From an optimization exercise on the open Yosys and OpenROAD flow, aimed at a short achievable clock period and few clock cycles; shortcuts taken in it are not production practice.
In this exercise RTL edits were held to simulation tests only and were not proved equivalent to the original.
No activity file was given, so power comes from the tool's default toggle rates.

<file path="flow/run.sh">
#!/bin/bash
# synth_recipe.tcl (not shown) runs the flow's synth.tcl, then flattens the netlist and writes it again
# the make line also repeats each setting of config.mk as NAME=value (left out here)
make -C /OpenROAD-flow-scripts/flow DESIGN_CONFIG=/design/flow/config.mk WORK_HOME=/design/flow/orfs CLKGATE_MAP_FILE= SYNTH_SCRIPT=/design/flow/synth_recipe.tcl finish
</file>
<file path="flow/constraint.sdc">
create_clock -name core_clock -period 6.0 [get_ports {clk}]
set_input_delay 1.2000 -clock core_clock [delete_from_list [all_inputs] [get_ports {clk}]]
set_output_delay 1.2000 -clock core_clock [all_outputs]
set_load 0.01 [all_outputs]
</file>
<file path="flow/design.v">
package cache_pkg;
	localparam int DATA_W = 32;
	typedef logic [DATA_W-1:0] word_t;
endpackage
`timescale 1ns/1ps
module cache_top
#(
	parameter int ADDR_W     = 30,    
	parameter int NUM_SETS   = 8,
	parameter int LINE_WORDS = 4
) (
	input  logic                                   clk,
	input  logic                                   proc_reset,
	input  logic                                   proc_read,
	input  logic                                   proc_write,
	input  logic [ADDR_W-1:0]                      proc_addr,
	input  logic [31:0]                            proc_wdata,
	output logic                                   proc_stall,
	output logic [31:0]                            proc_rdata,
	output logic                                   mem_read,
	output logic                                   mem_write,
	output logic [ADDR_W-$clog2(LINE_WORDS)-1:0]   mem_addr,     
	output logic [LINE_WORDS*32-1:0]               mem_wdata,
	input  logic [LINE_WORDS*32-1:0]               mem_rdata,
	input  logic                                   mem_ready
);
	localparam int DATA_W = 32;
	localparam int LINE_W = LINE_WORDS*DATA_W;
	localparam int OFF_W  = $clog2(LINE_WORDS);
	localparam int IDX_W  = $clog2(NUM_SETS);
	localparam int TAG_W  = ADDR_W - IDX_W - OFF_W;
	localparam int LA_W   = ADDR_W - OFF_W;
	logic [NUM_SETS-1:0] valid_q;
	logic [NUM_SETS-1:0] dirty_q;
	logic [TAG_W-1:0]    tag_q  [0:NUM_SETS-1];
	logic [LINE_W-1:0]   data_q [0:NUM_SETS-1];    
	logic             req_valid;
	logic [OFF_W-1:0] req_off;
	logic [IDX_W-1:0] req_idx;
	logic [TAG_W-1:0] req_tag;
	assign req_valid = proc_read ^ proc_write;
	assign req_off   = proc_addr[OFF_W-1:0];
	assign req_idx   = proc_addr[OFF_W +: IDX_W];
	assign req_tag   = proc_addr[ADDR_W-1 -: TAG_W];
	logic [NUM_SETS-1:0]            set_sel;
	logic [NUM_SETS*LINE_WORDS-1:0] word_sel;    
	always_comb begin
		for (int s = 0; s < NUM_SETS; s++) begin
			set_sel[s] = (req_idx == s);
			for (int w = 0; w < LINE_WORDS; w++) begin
				word_sel[s*LINE_WORDS+w] = (req_idx == s) && (req_off == w);
			end
		end
	end
	logic [NUM_SETS-1:0] set_match;
	always_comb begin
		for (int s = 0; s < NUM_SETS; s++) begin
			set_match[s] = valid_q[s] && (tag_q[s] == req_tag);
		end
	end
	logic hit;
	logic victim_dirty;
	always_comb begin
		hit          = 1'b0;
		victim_dirty = 1'b0;
		for (int s = 0; s < NUM_SETS; s++) begin
			hit          = hit          | (set_sel[s] & set_match[s]);
			victim_dirty = victim_dirty | (set_sel[s] & valid_q[s] & dirty_q[s]);
		end
	end
	logic st_wb, st_rd, st_fin;
	logic st_idle;
	logic lookup_miss;
	assign st_idle     = !(st_wb || st_rd || st_fin);
	assign lookup_miss = st_idle && req_valid && !hit;
	logic st_wb_d, st_rd_d, st_fin_d;
	assign st_wb_d  = (lookup_miss && victim_dirty) || (st_wb && !mem_ready);
	assign st_rd_d  = (lookup_miss && !victim_dirty) || (st_wb && mem_ready) || (st_rd && !mem_ready);
	assign st_fin_d = (st_idle && req_valid && hit) || (st_rd && mem_ready);
	always_ff @(posedge clk or posedge proc_reset) begin
		if (proc_reset) begin
			st_wb  <= 1'b0;
			st_rd  <= 1'b0;
			st_fin <= 1'b0;
		end else begin
			st_wb  <= st_wb_d;
			st_rd  <= st_rd_d;
			st_fin <= st_fin_d;
		end
	end
	logic              stall_q, mrd_q, mwr_q;
	logic [LA_W-1:0]   maddr_q;
	logic [LINE_W-1:0] mwdata_q;
	logic [DATA_W-1:0] rdata_q;
	logic [LINE_W-1:0] cur_line;
	always_comb begin
		cur_line = '0;
		for (int s = 0; s < NUM_SETS; s++) begin
			cur_line = cur_line | ({LINE_W{set_sel[s]}} & data_q[s]);
		end
	end
	logic                 wb_done;
	logic [NUM_SETS-1:0]  use_victim;
	logic [TAG_W-1:0]     set_tag;
	logic [TAG_W-1:0]     next_tag;
	assign wb_done = st_wb && mem_ready;
	always_comb begin
		set_tag = '0;
		for (int s = 0; s < NUM_SETS; s++) begin
			use_victim[s] = valid_q[s] && dirty_q[s] && !st_rd && !st_fin;
			set_tag = set_tag | ({TAG_W{set_sel[s]}} & (use_victim[s] ? tag_q[s] : req_tag));
		end
		next_tag = wb_done ? req_tag : set_tag;
	end
	logic [LINE_WORDS-1:0] off_sel_q;
	logic [DATA_W-1:0]     next_rdata;
	always_comb begin
		next_rdata = '0;
		for (int s = 0; s < NUM_SETS; s++) begin
			for (int w = 0; w < LINE_WORDS; w++) begin
				next_rdata = next_rdata | ({DATA_W{word_sel[s*LINE_WORDS+w] && !st_rd}} & data_q[s][w*DATA_W +: DATA_W]);
			end
		end
		for (int w = 0; w < LINE_WORDS; w++) begin
			next_rdata = next_rdata | ({DATA_W{off_sel_q[w] && st_rd}} & mem_rdata[w*DATA_W +: DATA_W]);
		end
	end
	always_ff @(posedge clk) begin
		stall_q   <= !st_fin_d;
		mrd_q     <= st_rd_d;
		mwr_q     <= st_wb_d;
		rdata_q   <= next_rdata;
		maddr_q   <= {next_tag, req_idx};
		mwdata_q  <= cur_line;
		for (int w = 0; w < LINE_WORDS; w++) begin
			off_sel_q[w] <= (req_off == w);
		end
	end
	assign proc_stall = stall_q;
	assign proc_rdata = rdata_q;
	assign mem_read   = mrd_q;
	assign mem_write  = mwr_q;
	assign mem_addr   = maddr_q;
	assign mem_wdata  = mwdata_q;
	logic [NUM_SETS-1:0]            set_sel_q;
	logic [NUM_SETS*LINE_WORDS-1:0] wr_sel_q;
	logic                           fill_src_q;    
	logic [TAG_W-1:0]               req_tag_q;     
	always_ff @(posedge clk) begin
		req_tag_q  <= req_tag;
		set_sel_q  <= set_sel;
		wr_sel_q   <= word_sel & {(NUM_SETS*LINE_WORDS){proc_write}};
		fill_src_q <= st_rd_d;
	end
	logic [NUM_SETS-1:0] set_fill;
	assign set_fill = set_sel_q & {NUM_SETS{st_rd && mem_ready}};
	always_ff @(posedge clk) begin
		for (int s = 0; s < NUM_SETS; s++) begin
			if (set_fill[s]) begin
				tag_q[s] <= req_tag_q;
			end
			for (int w = 0; w < LINE_WORDS; w++) begin
				if (set_fill[s] || (st_fin && wr_sel_q[s*LINE_WORDS+w])) begin
					data_q[s][w*DATA_W +: DATA_W] <= fill_src_q ? mem_rdata[w*DATA_W +: DATA_W] : proc_wdata;
				end
			end
		end
	end
	always_ff @(posedge clk or posedge proc_reset) begin
		if (proc_reset) begin
			valid_q <= '0;
			dirty_q <= '0;
		end else begin
			for (int s = 0; s < NUM_SETS; s++) begin
				if (set_fill[s]) begin
					valid_q[s] <= 1'b1;
					dirty_q[s] <= 1'b0;    
				end else if (st_fin && |wr_sel_q[s*LINE_WORDS +: LINE_WORDS]) begin
					dirty_q[s] <= 1'b1;
				end
			end
		end
	end
endmodule
</file>
<file path="flow/config.mk">
export PLATFORM = sky130hd
export DESIGN_NAME = cache_top
export DESIGN_NICKNAME = cache_top
export VERILOG_FILES = /design/flow/design.v
export SDC_FILE = /design/flow/constraint.sdc
export NUM_CORES = 4
export LEC_CHECK = 0
export ABC_CLOCK_PERIOD_IN_PS = 2000
export CAP_MARGIN = 20
export CORE_MARGIN = 2
export CORE_UTILIZATION = 45
export CTS_CLUSTER_DIAMETER = 80
export CTS_CLUSTER_SIZE = 24
export SETUP_SLACK_MARGIN = 3.8
export SLEW_MARGIN = 20
</file>
==> impl_metrics.py, run 1 <==
metrics = {
    "sta": {
        "tightest_slew_ns": 1.11,
        "setup_tns_ns": 0,
        "hold_viol_final": 0,
        "slew_headroom_pct": 26.2,
        "finalMaxSlewViolations": 0,
        "finalSetupViolCount": 0,
        "fin_crit_sh_pct": 43.3,
        "rsz0062_at_grt": "true",
        "fin_crit_ns": 2.60,
        "timing.fmax_mhz": 385,
        "holdWs_ns": 0.488,
        "clock-skew-final_ns": 0.0922,
    },
    "drt": {
        "viasPerCell": 7.63,
        "drt_pre_antenna_iters": 13,
        "drc_errors": 0,
        "drt_iter0_markers": 12300,
        "ant_nets": 0,
        "routed_wl_um": 334000,
        "wl_per_cell_um": 46.6,
        "num_vias": 54600,
    },
    "logic_synthesis": {
        "syn_nets": 4758,
        "yosysWarnings": 3,
        "syn-instance-count": 4563,
        "seq_area_frac_synth_pct": 68.3,
        "syn_avg_cell_area_um2": 13.6,
        "synth_area_mm2": 0.0621,
        "synth_cell_types": 45,
        "synth_flop_cell": "edfxtp_1",
        "synth_edf_count": 1224,
        "async_flop_share_pct": 1.26,
        "synth.ff_latch_count": 1503,
    },
    "setup_path": {
        "arrival_ns": 1.40,
        "path_cells": "buf_6",
        "cp-endpoint": "mem_wdata[8]",
        "critPathMaxStageDelay_ns": 0.46,
        "critPathBufInv": 1,
        "required_ns": 4.80,
        "end_kind": "output port",
        "start_kind": "flip-flop",
        "path_depth": 1,
        "path_delay_family": "flip-flops",
        "cpMaxStageDelayCell": "dfxtp_4",
        "reg2reg_slack_ns": 3.50,
        "setup.worst_path.start": "mwdata_q[8]$_DFF_P_",
        "r2r-start": "st_rd$_DFF_PP0_",
        "reg2regPathDepth": 8,
        "path_max_fanout": 1,
        "rr_endpoint": "rdata_q[26]$_DFF_P_",
        "criticalPathCategory": "flip-flop to output port",
    },
    "pwr": {
        "seqPwrFrac_pct": 50.2,
        "p_int_w": 0.0183,
        "comb_power_share_pct": 25.9,
        "vdd_drop_max_mv": 0.241,
        "switchingPower_w": 0.00867,
        "swShare_pct": 32.2,
        "p_leak_nw": 28.7,
        "power.share.clock_pct": 23.9,
        "power_per_cell_area_mw_per_mm2": 328,
    },
    "finish": {
        "area_growth_pct": 32.3,
        "final_cell_mix": "edfxtp_1 (1224), a22oi_1 (894), nand2_1 (449)",
        "final_common_cell": "edfxtp_1",
        "multi_input_area_mm2": 0.0219,
        "fillers": 10100,
        "register_area_mm2": 0.0428,
        "nets": 5474,
        "drive_gt1_share_pct": 28.2,
    },
    "place": {
        "io_buffers": 385,
        "place_congestion": 0.933,
        "dp_hpwl_um": 149000,
    },
    "floorplanning": {
        "core_region_area_mm2": 0.137,
        "start_util_pct": 45.3,
        "dieArea_mm2": 0.141,
        "io_pins": 386,
        "die_h_um": 375,
        "fp.dieW_um": 375,
        "rows": 136,
    },
    "clocking": {
        "htreeDepth": 3,
        "cts_tree": "done",
        "ctsHoldBuffers": 0,
        "clk_pin_slew_ns": 0.10,
        "clk_latency_ns": 0.80,
        "cts_root_buffer": "clkbuf_16",
        "cts_sinks": 1503,
        "numCtsBuffers": 79,
        "cts.path.max_buffers": 3,
    },
    "global_routing": {
        "grt_pass1_wl_um": 414000,
        "antenna_found_initial": 18,
        "grt_remaining_overflow": 0,
        "grt_max_degree": 109,
        "grt_pass1_vias": 49000,
        "grt_usage_pct": 43.2,
    },
    "run_status": {
        "outcome": "no timing/DRC/antenna violations",
    },
    "hold_path": {
        "hold_class": "flip-flop to flip-flop",
    },
    "job": {
        "cap_violations": 0,
    },
}
state kept, by name, indices dropped and copies added, names as in the netlist:
name        flops
data_q       1024
tag_q         200
mwdata_q      128
rdata_q        32
wr_sel_q       32
maddr_q        28
req_tag_q      25
dirty_q         8
set_sel_q       8
valid_q         8
off_sel_q       4
fill_src_q      1
mwr_q           1
st_fin          1
st_rd           1
st_wb           1
stall_q         1
metrics by stage:
stage	power (W)	utilization (%)	cell area (µm²)	std cells	worst slack [ns]
3_3_place_gp	0.0185	50.1	68700	6477	1.61
3_5_place_dp	0.0186	50.1	68700	6478	1.66
5_1_grt	0.0273	59.9	82100	7140	3.44
6_report	0.0270	59.9	82100	7154	3.40
4_1_cts	0.0259	57.4	78700	7011	3.50
2_1_floorplan	0.0161	-	63600	4563	3.40
synthesized netlist by cell type, drive strengths merged, types with 6 or more instances:
cell | count | area [µm²]
buf | 197 | 1000
or4 | 12 | 90.1
clkbuf | 156 | 587
mux2i | 196 | 1960
o22ai | 98 | 613
xor2 | 6 | 52.6
a2111oi | 39 | 342
a21oi | 30 | 150
edfxtp | 1224 | 36800
inv | 19 | 71.3
and2 | 6 | 37.5
xnor2 | 195 | 1710
dfxtp | 260 | 5200
nand2 | 509 | 1910
nand3 | 53 | 298
a22o | 69 | 604
nor4 | 37 | 231
nor3 | 42 | 210
nand4 | 226 | 1410
nand2b | 41 | 257
nor2 | 109 | 449
a22oi | 991 | 7440
dfrtp | 19 | 475
power groups by stage:
stage                     Clock (W)  Combinational, W  Sequential, W
after global placement            0           0.00496         0.0136
after CTS                   0.00630           0.00612         0.0134
final                       0.00645           0.00697         0.0135
after global routing        0.00669           0.00707         0.0135
after detailed placement          0           0.00500         0.0136
after floorplan                   0           0.00272         0.0134
worst min-delay path by stage:
stage / endpoint / startpoint / depth (start not counted)
after floorplan: valid_q[6]$_DFFE_PP0P_ / valid_q[6]$_DFFE_PP0P_ / 1
after global placement: mwdata_q[24]$_DFF_P_ / data_q[2][24]$_DFFE_PP_ / 2
after detailed placement: mwdata_q[10]$_DFF_P_ / data_q[2][10]$_DFFE_PP_ / 2
after CTS: mwdata_q[92]$_DFF_P_ / data_q[3][92]$_DFFE_PP_ / 2
after global routing: mwdata_q[92]$_DFF_P_ / data_q[2][92]$_DFFE_PP_ / 2
final: mwdata_q[92]$_DFF_P_ / data_q[3][92]$_DFFE_PP_ / 2
layer usage:
| metal | wire length [µm] | GRT usage, % |
|---|---|---|
| met1 | 106000 | 53.2 |
| met2 | 127000 | 58.6 |
| met3 | 66300 | 21.8 |
| met4 | 33100 | 29.5 |
| met5 | 1550 | 2.71 |
worst register-to-register path, delay by kind of cell (launching register included):
kind / cells / cell delay [ns]
AO/OA/AOI/OAI: 1 / 0.12
buffers and inverters: 2 / 0.58
flip-flops: 1 / 0.53
AND/OR/NAND/NOR: 5 / 1.23
kinds of logic after synthesis:
logic type | synth area share (%)
flops | 68.3
compound gates | 14.9
simple gates | 8.08
buf+inv | 2.67
xor+xnor | 2.84
mux | 3.16
layout make-up:
class                   count  share of cell area (%)
diodes                     16                  0.0487
flip-flops and latches   1503                    52.1
clock inverters            27                   0.391
clock buffers             119                    2.74
multi-input cells        2728                    26.7
inverters                  19                   0.294
repair buffers            926                    14.8
repair inverters           22                   0.228
well taps                1794                    2.73
what timing repair did:
item                        CTS  global route
setup endpoints to repair  1863           723
pin swaps                   202           198
gates cloned                 78            27
setup buffers               309           100
resized for setup          1722           331
Testbench counts, summed over its fixed seeds: cycles 102,383.
==> inputs of run 2 (changes only) <==
--- a/flow/config.mk
+++ b/flow/config.mk
@@ -8,8 +8,6 @@
 export ABC_CLOCK_PERIOD_IN_PS = 2000
 export CAP_MARGIN = 20
 export CORE_MARGIN = 2
-export CORE_UTILIZATION = 45
-export CTS_CLUSTER_DIAMETER = 80
-export CTS_CLUSTER_SIZE = 24
+export CORE_UTILIZATION = 40
 export SETUP_SLACK_MARGIN = 3.8
 export SLEW_MARGIN = 20
==> run 2 against run 1 <==
Compared with the run above:
- still clean on timing, DRC and antenna
- final cell count increased by 3.6%
- critical path depth is the same
- clock skew decreased by 0.038 ns
- combinational power shrank 0.9%
- total power up 14%
- count of clock-buffer cells in the layout grew 111
- clock power is about 60% higher
- sequential power about the same
- routed wire length fell by 8.1%
- design area increased by 0.29%
==> impl_metrics.py, run 2 <==
metrics = {
    "pwr": {
        "swShare_pct": 30.1,
        "finalPower_w": 0.0308,
        "p_int_w": 0.0215,
        "seqPwrFrac_pct": 44.0,
        "comb_power_share_pct": 22.4,
        "power_per_cell_area_mw_per_mm2": 374,
        "vdd_drop_max_mv": 0.333,
        "switchingPower_w": 0.00928,
        "p_leak_nw": 28.7,
        "power.share.clock_pct": 33.6,
    },
    "clocking": {
        "cts_tree": "done",
        "cts_sinks": 1503,
        "numCtsBuffers": 161,
        "htreeDepth": 4,
        "ctsHoldBuffers": 0,
        "cts_root_buffer": "clkbuf_16",
        "cts.path.max_buffers": 3,
        "clk_latency_ns": 0.84,
        "clk_pin_slew_ns": 0.06,
    },
    "finish": {
        "largest-register": "data_q",
        "final_cell_mix": "edfxtp_1 (1224), a22oi_1 (914), nand2_1 (463)",
        "nets": 5407,
        "area_growth_pct": 32.7,
        "drive_gt1_share_pct": 26.7,
        "largestRegisters": "data_q: 1024 flops, tag_q: 200 flops, mwdata_q: 128 flops",
        "largest_reg_flops": 1024,
        "fillers": 12300,
        "final_common_cell": "edfxtp_1",
        "instances_no_fill": 7414,
    },
    "setup_path": {
        "setup.worst_path.start": "mwdata_q[60]$_DFF_P_",
        "critPathBufInv": 1,
        "path_delay_family": "flip-flops",
        "arrival_ns": 1.42,
        "r2r-start": "st_fin$_DFF_PP0_",
        "path_max_fanout": 1,
        "path_cells": "buf_6",
        "cpMaxStageDelayCell": "dfxtp_4",
        "critPathMaxStageDelay_ns": 0.44,
        "criticalPathCategory": "flip-flop to output port",
        "end_kind": "output port",
        "start_kind": "flip-flop",
        "required_ns": 4.80,
    },
    "drt": {
        "drt_pre_antenna_iters": 10,
        "routed_wl_um": 307000,
        "num_vias": 52600,
        "drt_iter0_markers": 10200,
        "ant_nets": 0,
        "viasPerCell": 7.10,
        "drc_errors": 0,
        "wl_per_cell_um": 41.4,
    },
    "sta": {
        "timing.fmax_mhz": 382,
        "hold_viol_final": 0,
        "slew_headroom_pct": 38.8,
        "finalMaxSlewViolations": 0,
        "fin_crit_ns": 2.62,
        "setup_tns_ns": 0,
        "fin_crit_sh_pct": 43.6,
        "tightest_slew_ns": 0.917,
        "clock-skew-final_ns": 0.0543,
        "finalSetupViolCount": 0,
        "rsz0062_at_grt": "true",
    },
    "run_status": {
        "outcome": "no timing/DRC/antenna violations",
    },
    "logic_synthesis": {
        "synth_top_area_share_pct": 59.2,
        "synth.ff_latch_count": 1503,
        "synth_edf_count": 1224,
        "synthTopCellsByCount": "edfxtp_1 (1224), a22oi_1 (991), nand2_1 (509), dfxtp_1 (260), nand4_1 (226)",
        "synth_cell_types": 45,
        "yosysWarnings": 3,
        "syn-instance-count": 4563,
        "syn_avg_cell_area_um2": 13.6,
        "syn_nets": 4758,
        "yosys-top-cells-area": "edfxtp_1 (59%), a22oi_1 (12%), dfxtp_1 (8.4%), mux2i_1 (3.2%), nand2_1 (3.1%)",
        "async_flop_share_pct": 1.26,
        "synth_area_mm2": 0.0621,
        "synth_flop_cell": "edfxtp_1",
        "yosysTopAreaCell": "edfxtp_1",
        "seq_area_frac_synth_pct": 68.3,
        "yosysMostFrequentCell": "edfxtp_1",
    },
    "global_routing": {
        "grt_pass1_vias": 48200,
        "grt_usage_pct": 36.7,
        "grt_max_degree": 97,
        "grt_remaining_overflow": 0,
        "antenna_found_initial": 14,
        "grt_pass1_wl_um": 399000,
    },
    "job": {
        "cap_violations": 0,
    },
    "place": {
        "dp.cells": 6731,
        "dp_hpwl_um": 152000,
        "io_buffers": 385,
        "place_congestion": 0.961,
    },
    "floorplanning": {
        "start_util_pct": 40.3,
        "dieArea_mm2": 0.158,
        "io_pins": 386,
        "die_h_um": 398,
        "core_region_area_mm2": 0.154,
        "rows": 144,
        "fp.dieW_um": 398,
    },
    "hold_path": {
        "worstHoldStart": "data_q[5][93]$_DFFE_PP_",
        "hold_class": "flip-flop to flip-flop",
    },
}
-- run 2: cell counts after synthesis --
Identical to the previous run, type by type.
-- run 2: final cells by class --
type                            count  area, µm²  area share (%)
Antenna cell                       18       45.0          0.0547
Clock buffer                      230       4550            5.53
Clock inverter                     73        915            1.11
Inverter                           19        211           0.257
Multi-Input combinational cell   2700      21000            25.5
Sequential cell                  1503      42800            51.9
Tap cell                         2044       2560            3.10
Timing Repair Buffer              813      10200            12.4
Timing Repair inverter             14        113           0.137
-- run 2: power by group through the flow --
| stage | clock [W] | sequential, W | combinational [W] |
|---|---|---|---|
| global placement | 0 | 0.0136 | 0.00500 |
| floorplan | 0 | 0.0134 | 0.00272 |
| global route | 0.0107 | 0.0136 | 0.00705 |
| detailed placement | 0 | 0.0136 | 0.00506 |
| CTS | 0.0103 | 0.0135 | 0.00606 |
| finish | 0.0103 | 0.0135 | 0.00691 |
-- run 2: tightest hold or removal path, delay by kind of cell, from the launching register on --
family | cells | cell delay [ns]
flip-flops | 1 | 0.34
AND/OR/NAND/NOR | 2 | 0.12
-- run 2: path summary, 6_finish.rpt --
check | end | slack (ns) | cells after the start
setup / recovery | mem_wdata[60] | 3.38 | 1
hold / removal | rdata_q[29]$_DFF_P_ | 0.49 | 2
setup reg to reg | maddr_q[27]$_DFF_P_ | 3.53 | 10
hold reg to reg | rdata_q[29]$_DFF_P_ | 0.49 | 2
max in group asynchronous | st_rd$_DFF_PP0_ | 4.44 | 2
min in group asynchronous | valid_q[3]$_DFFE_PP0P_ | 0.94 | 2
-- run 2: repair_timing --
item,in CTS,in global routing
endpoints found under the hold margin,0,0
buffers inserted,234,57
resized for setup,1594,287
cloned,54,17
pin swaps,138,169
endpoints found under the setup margin,1673,303
-- run 2: logic make-up (layout without fill, tap and decap cells) --
logic type,count (synthesis),count (layout),synth area share [%]
xor gates and xnor gates,201,201,2.84
muxes,196,196,3.16
DFF,1503,1503,68.3
AOI/OAI and AO/OA,1241,1241,14.9
buffers and inverters,372,1149,2.67
other,0,18,0
and+or+nand+nor,1050,1062,8.08
-- run 2: per-stage QoR --
step | area [µm²] | util [%] | setup WS (ns) | hold WS (ns)
finish | 82400 | 53.5 | 3.38 | 0.490
global route | 82300 | 53.4 | 3.37 | 0.509
CTS | 80000 | 51.9 | 3.42 | 0.493
detailed placement | 69000 | 44.8 | 1.50 | 0.486
global placement | 69000 | 44.8 | 1.49 | 0.472
floorplan | 63600 | - | 3.40 | 0.456
-- run 2: layer usage --
layer,GRT usage [%],wire (µm),vias to the layer above
met4,24.4,27000,16
met5,0,344,-
li1,-,-,19600
met2,50.5,122000,5976
met1,46.5,101000,25500
met3,15.9,55700,1609

==> what the ideal ports hide <==
The results above use ideal ports. As a check the final layouts listed here were re-extracted and re-timed, cells and wires unchanged. Step 1 assumes that a clkbuf_16 drives the clock port and a buf_2 every other input. Step 2 also shifts input and output timing later by t, the mid clock arrival at the registers, as if the neighbouring blocks saw the same clock. Three values: ideal ports, drivers, drivers and shift; two values: the first two.
run | t (ns) | setup WS [ns] | clock arrival spread, ns
run 1 | 0.857 | 3.403 / 3.304 / 2.630 | 0.093 / 0.093
run 2 | 0.901 | 3.384 / 3.297 / 2.710 | 0.058 / 0.057
After both steps every run listed still meets setup and hold. The setup slack of run 1, which loses most, moves by -0.099 ns with the drivers and by -0.773 ns with both steps.
